What follows belongs to an exercise in optimizing a design on an open flow for small area and a short achievable clock period; a production flow would make more cautious choices.
The RTL was checked by simulation tests, not by an equivalence proof against the original design.
Power figures rest on the tool's default switching activity, not on a simulated workload.

lagoon:
## ucie_buf_top
module ucie_buf_top #(
   parameter int DEPTH = 32
) (
   input  logic             clk,
   input  logic             rst,
   input  logic             i_buf_mode,
   input  logic             i_ts_enable,
   input  logic             i_ts_reset,
   input  logic             i_ts_brkpt_en,
   input  logic [TS_W-1:0]  i_ts_brkpt_val,
   input  logic             i_ig_wdata_clr,
   input  logic             i_ig_wdata_hold,
   input  logic             i_ig_wdata_en,
   input  logic             i_ig_wdata_upd,
   input  logic [CSR_W-1:0] i_ig_wdata,
   input  logic             i_eg_rdata_clr,
   input  logic             i_eg_rdata_en,
   input  logic             i_eg_rdata_upd,
   input  logic [DQ_W-1:0]  i_tx_dq0,
   input  logic [DQ_W-1:0]  i_tx_dq1,
   input  logic [CA_W-1:0]  i_tx_ca,
   input  logic [DQ_W-1:0]  i_rx_dq0,
   input  logic [DQ_W-1:0]  i_rx_dq1,
   input  logic [CA_W-1:0]  i_rx_ca,
   input  logic [2:0]       i_rx_vld,
   output logic             o_ig_empty,
   output logic             o_ig_full,
   output logic             o_ig_overflow,
   output logic             o_ig_write_done,
   output logic [CSR_W-1:0] o_eg_rdata,
   output logic             o_eg_empty,
   output logic             o_eg_full,
   output logic             o_eg_overflow,
   output logic             o_eg_read_done,
   output logic [DQ_W-1:0]  o_tx_dq0,
   output logic [DQ_W-1:0]  o_tx_dq1,
   output logic [CA_W-1:0]  o_tx_ca
);
make LEC_CHECK=0 CAP_MARGIN=20 CORE_MARGIN=2 CORE_UTILIZATION=40 CTS_CLUSTER_DIAMETER=100 CTS_CLUSTER_SIZE=20 SETUP_SLACK_MARGIN=2.8 SLEW_MARGIN=20 finish   # period 5.5 ns
run.sh (not shown) runs the stock make flow with config.mk's settings and CLKGATE_MAP_FILE= SYNTH_SCRIPT=/design/flow/synth_recipe.tcl, a recipe that flattens the netlist after the stock synthesis.
#### Input delta (amber over lagoon)
-- flow/config.mk --
<<< lagoon, line 11
export CTS_CLUSTER_DIAMETER = 100
export CTS_CLUSTER_SIZE = 20
export SETUP_SLACK_MARGIN = 2.8
export SLEW_MARGIN = 20
>>> amber, line 11
export CTS_CLUSTER_DIAMETER = 100
export CTS_CLUSTER_SIZE = 20
export SETUP_SLACK_MARGIN = 2.5
export SLEW_MARGIN = 20
==> results.txt <==
Every run in the comparison, amber and lagoon, completed the flow with a clean layout. Between lagoon and amber, overall via count from detail_route decreased. Going from lagoon to amber, maximum frequency -4.1%; routed length on met2 -2.4%; clock share of power +0.3 points; portion of total power attributed to combinational logic -0.5 points.
> inputs changed (amber -> juniper)
-- flow/config.mk --
<<< amber, line 11
export CTS_CLUSTER_DIAMETER = 100
export CTS_CLUSTER_SIZE = 20
export SETUP_SLACK_MARGIN = 2.5
export SLEW_MARGIN = 20
>>> juniper, line 11
export CTS_CLUSTER_DIAMETER = 100
export CTS_CLUSTER_SIZE = 20
export SETUP_SLACK_MARGIN = 3.0
export SLEW_MARGIN = 20
### Flow results
- For the internal power contribution, juniper came in 1.0% higher than amber did.
- Against amber as the reference, juniper delivers a higher setup slack.
- [juniper vs amber] wire length: higher in juniper
- juniper reached the final stage; the timing, DRC and antenna checks on its layout passed.
- Count of clock buffers in the final design delta for juniper relative to amber: about 1.5% lower
- amber reports its library cell contributing the largest single delay on the critical path as sky130_fd_sc_hd__or3_4 while juniper reports sky130_fd_sc_hd__dfrtp_1.
- juniper and amber ended up with roughly the same count of pins on the block boundary.
- Compared with amber, juniper shows non-clock buffer count that has gone up by more than half.
- In terms of die area, juniper and amber differ only marginally.
Setup changes, juniper to yarrow
-- flow/config.mk --
<<< juniper, line 10
export CORE_UTILIZATION = 40
export CTS_CLUSTER_DIAMETER = 100
export CTS_CLUSTER_SIZE = 20
export SETUP_SLACK_MARGIN = 3.0
export SLEW_MARGIN = 20
>>> yarrow, line 10
export CORE_UTILIZATION = 40
export CTS_CLUSTER_DIAMETER = 100
export CTS_CLUSTER_SIZE = 25
export SETUP_SLACK_MARGIN = 2.8
export SLEW_MARGIN = 20
==> comparison <==
- Number of cells upsized or downsized after cts (higher): juniper
- Compared with juniper, yarrow shows average wire per cell in the routed design that has gone down slightly.
- The non-clock buffer count in the final layout of yarrow falls short of that of juniper by 104.
- Compared with juniper, yarrow shows a lower total global routing track utilization.
- Re area after synthesis: no difference whatsoever between yarrow and juniper.
- A type of the worst setup path of input port to primary output is what yarrow shows, while flip-flop to primary output belongs to juniper.
- yarrow and juniper ended up with nearly the same smallest hold slack.
- yarrow — relative contribution of combinational cells to total power 0.4 points lower, juniper as reference
- Between yarrow and juniper, fmax is higher for yarrow, juniper comes in under that.
- juniper leaves less setup margin than yarrow.
- Against juniper, power in the clock group in yarrow fell by a little under 10%.

-- what the ideal ports hide --
Ports are ideal in the flow. The routed layouts listed here were re-timed in OpenROAD.
Step 1, drivers: a clkbuf_16 drives clk and a buf_2 each remaining input, both assumed.
Step 2, shift: input delay + t, output delay - t, t = (earliest + latest rising clock arrival at the registers) / 2. This alone moves slack from input paths to output paths.
Three values: ideal ports, drivers, drivers and shift; two values: the first two.
| run | t, ns | setup WS [ns] | worst setup path after step 2 | latest minus earliest clock arrival (ns) |
|---|---|---|---|---|
| lagoon | 1.133 | 2.544 / 2.473 / 1.989 | input to register | 0.114 / 0.114 |
| amber | 1.164 | 2.416 / 2.326 / 2.042 | input to register | 0.092 / 0.092 |
| juniper | 1.139 | 2.481 / 2.354 / 2.001 | input to register | 0.119 / 0.119 |
| yarrow | 1.121 | 2.543 / 2.465 / 2.004 | input to register | 0.105 / 0.105 |
After both steps setup and hold are still met in every run listed. For lagoon, which loses most, drivers alone change the setup slack by -0.071 ns; drivers and shift together by -0.555 ns.
